From an optimization exercise on the open Yosys and OpenROAD flow, aimed at small area and a short achievable clock period; shortcuts taken in it are not production practice.
In this exercise RTL edits were held to simulation tests only and were not proved equivalent to the original.
Power is estimated from default activity; no workload was simulated.

==> inputs of build 80 <==
Design array_multiplier, start of the top module:
module array_multiplier (
	input  logic                     clk,
	input  logic                     reset,
	input  logic                     in_valid,
	input  mult_sizes_pkg::operand_t x,
	input  mult_sizes_pkg::operand_t y,
	output logic                     product_valid,
	output mult_sizes_pkg::product_t product
);
==> flow/config.mk <==
export PLATFORM = sky130hd
export DESIGN_NAME = array_multiplier
export DESIGN_NICKNAME = array_multiplier
export VERILOG_FILES = /design/flow/design.v
export SDC_FILE = /design/flow/constraint.sdc
export NUM_CORES = 4
export LEC_CHECK = 0
export CAP_MARGIN = 20
export CORE_MARGIN = 2
export CORE_UTILIZATION = 40
export SETUP_SLACK_MARGIN = 2.6
export SLEW_MARGIN = 20
export SYNTH_HIERARCHICAL = 1
==> flow/constraint.sdc <==
create_clock -name core_clock -period 6.0 [get_ports {clk}]
set_input_delay 1.2000 -clock core_clock [delete_from_list [all_inputs] [get_ports {clk}]]
set_output_delay 1.2000 -clock core_clock [all_outputs]
set_load 0.01 [all_outputs]
standard.sh (not shown) runs the stock make flow with config.mk's settings and CLKGATE_MAP_FILE= SYNTH_SCRIPT=/design/flow/synth_recipe.tcl, a recipe that flattens the netlist after the stock synthesis.
==> flow/flow/run.sh <==
#!/bin/bash
# Layout flow: the standard ORFS flow (standard.sh, unchanged synthesis),
# with smaller port buffers and a clock tree built from clkbuf_8 without
# dummy loads. Each tool's output goes to a log file in this folder.
set -euo pipefail
export BUFFER_PORTS_ARGS="-buffer_cell sky130_fd_sc_hd__buf_1"
export CTS_ARGS="-sink_clustering_enable -repair_clock_nets -buf_list sky130_fd_sc_hd__clkbuf_8 -dont_use_dummy_load"
bash standard.sh finish > flow_make.log 2>&1
==> inputs of trial 35, as changes to build 80 <==
- SETUP_SLACK_MARGIN: 2.6 -> 2.8
==> metrics.yaml <==
final_cell_area_sq_um: 10800
seqPwrFrac: 0.310
switching_power_mw: 2.23
min_period_ns: 3.22
timing.fmax_mhz: 311
fillCellCount: 2282
final_nets: 1148
grtUsageMet3: 0.0581
drive_gt1_frac: 0.137
outcome: "timing/DRC/antenna clean"
the above is filed under trial 35

==> metrics.yaml <==
outcome: "timing/DRC/antenna clean"
seqPwrFrac: 0.305
drive_gt1_frac: 0.0777
final_cell_area_sq_um: 10700
timing.fmax_mhz: 299
fillCellCount: 2303
min_period_ns: 3.35
final_nets: 1150
the above is filed under build 80


* * *

==> job 7001 <==
Another version of the RTL of array_multiplier (not shown whole).
clock: 6.0 ns
lec_check: 0
cap_margin: 20
core_margin: 2
core_utilization: 55
place_density: 0.7
setup_slack_margin: 3.74
slew_margin: 20
synth_hierarchical: 1
==> flow/flow/run.sh <==
#!/bin/bash
# Layout flow: the standard ORFS flow (standard.sh, unchanged synthesis),
# with smaller port buffers and a clock tree built from clkbuf_8 without
# dummy loads. Each tool's output goes to a log file in this folder.
set -euo pipefail
export BUFFER_PORTS_ARGS="-buffer_cell sky130_fd_sc_hd__buf_1"
export CTS_ARGS="-sink_clustering_enable -repair_clock_nets -sink_clustering_size 12 -sink_clustering_max_diameter 60 -buf_list sky130_fd_sc_hd__clkbuf_8 -dont_use_dummy_load"
bash standard.sh finish > flow_make.log 2>&1
==> job 6733 (differences from job 7001) <==
Settings changed: CORE_UTILIZATION 55 to 50, PLACE_DENSITY 0.7 to 0.65, SETUP_SLACK_MARGIN 3.74 to 3.72.
==> metrics.yaml <==
run_status:
  status: "timing/DRC/antenna clean"
final_layout:
  fin_area_mm2: 0.0118
grt:
  use_met2_pct: 33.5
  grtUsageMet1_pct: 30.4
  grt_pass1_vias: 6609
pwr:
  total_power_uw: 5220
floorplanning:
  num_tap_cells: 265
  die_width_um: 144
route:
  drt-total-wl_mm: 21.7
  via_per_inst: 5.28
  vias: 6332
placed_design:
  dp.cells: 1158
worst_setup_path:
  r2r_slack_ns: 3.74
timing:
  setup_ws_ns: 3.74
the above is filed under job 7001

==> metrics.yaml <==
run_status:
  status: "timing/DRC/antenna clean"
pwr:
  total_power_uw: 5180
route:
  via_per_inst: 5.16
  drt-total-wl_mm: 20.6
  vias: 6143
synthesis:
  muxShareOfSynthArea_pct: 0
timing:
  setup_ws_ns: 3.73
grt:
  grt_pass1_vias: 6564
  gr-max-usage-layer: "met2"
floorplanning:
  core_area_mm2: 0.0211
  die_width_um: 151
final_layout:
  fin_area_mm2: 0.0116
worst_setup_path:
  r2r_slack_ns: 3.73
the above is filed under job 6733

port drivers added, routing unchanged:
The results above use ideal ports. As a check the final layouts listed here were re-extracted and re-timed, cells and wires unchanged. Step 1: set_driving_cell puts a clkbuf_16 on clk and a buf_2 on each other input, an assumption about the parent block. Step 2, shift: input delay + t, output delay - t, t = (earliest + latest rising clock arrival at the registers) / 2. This alone moves slack from input paths to output paths. a / b / c = ideal / step 1 / step 2; a / b = the first two.
| run | t (ns) | setup slack, ns | hold WS [ns] |
|---|---|---|---|
| build 80 | 0.489 | 2.653 / 2.673 / 2.184 | 0.297 / 0.297 / 0.297 |
| trial 35 | 0.471 | 2.782 / 2.802 / 2.331 | 0.329 / 0.329 / 0.329 |
| job 7001 | 0.561 | 3.739 / 3.739 / 3.739 | 0.327 / 0.327 / 0.327 |
| job 6733 | 0.568 | 3.731 / 3.731 / 3.731 | 0.306 / 0.306 / 0.306 |
After both steps every run listed still meets setup and hold. For build 80, which loses most, drivers alone change the setup slack by +0.020 ns; drivers and shift together by -0.469 ns.
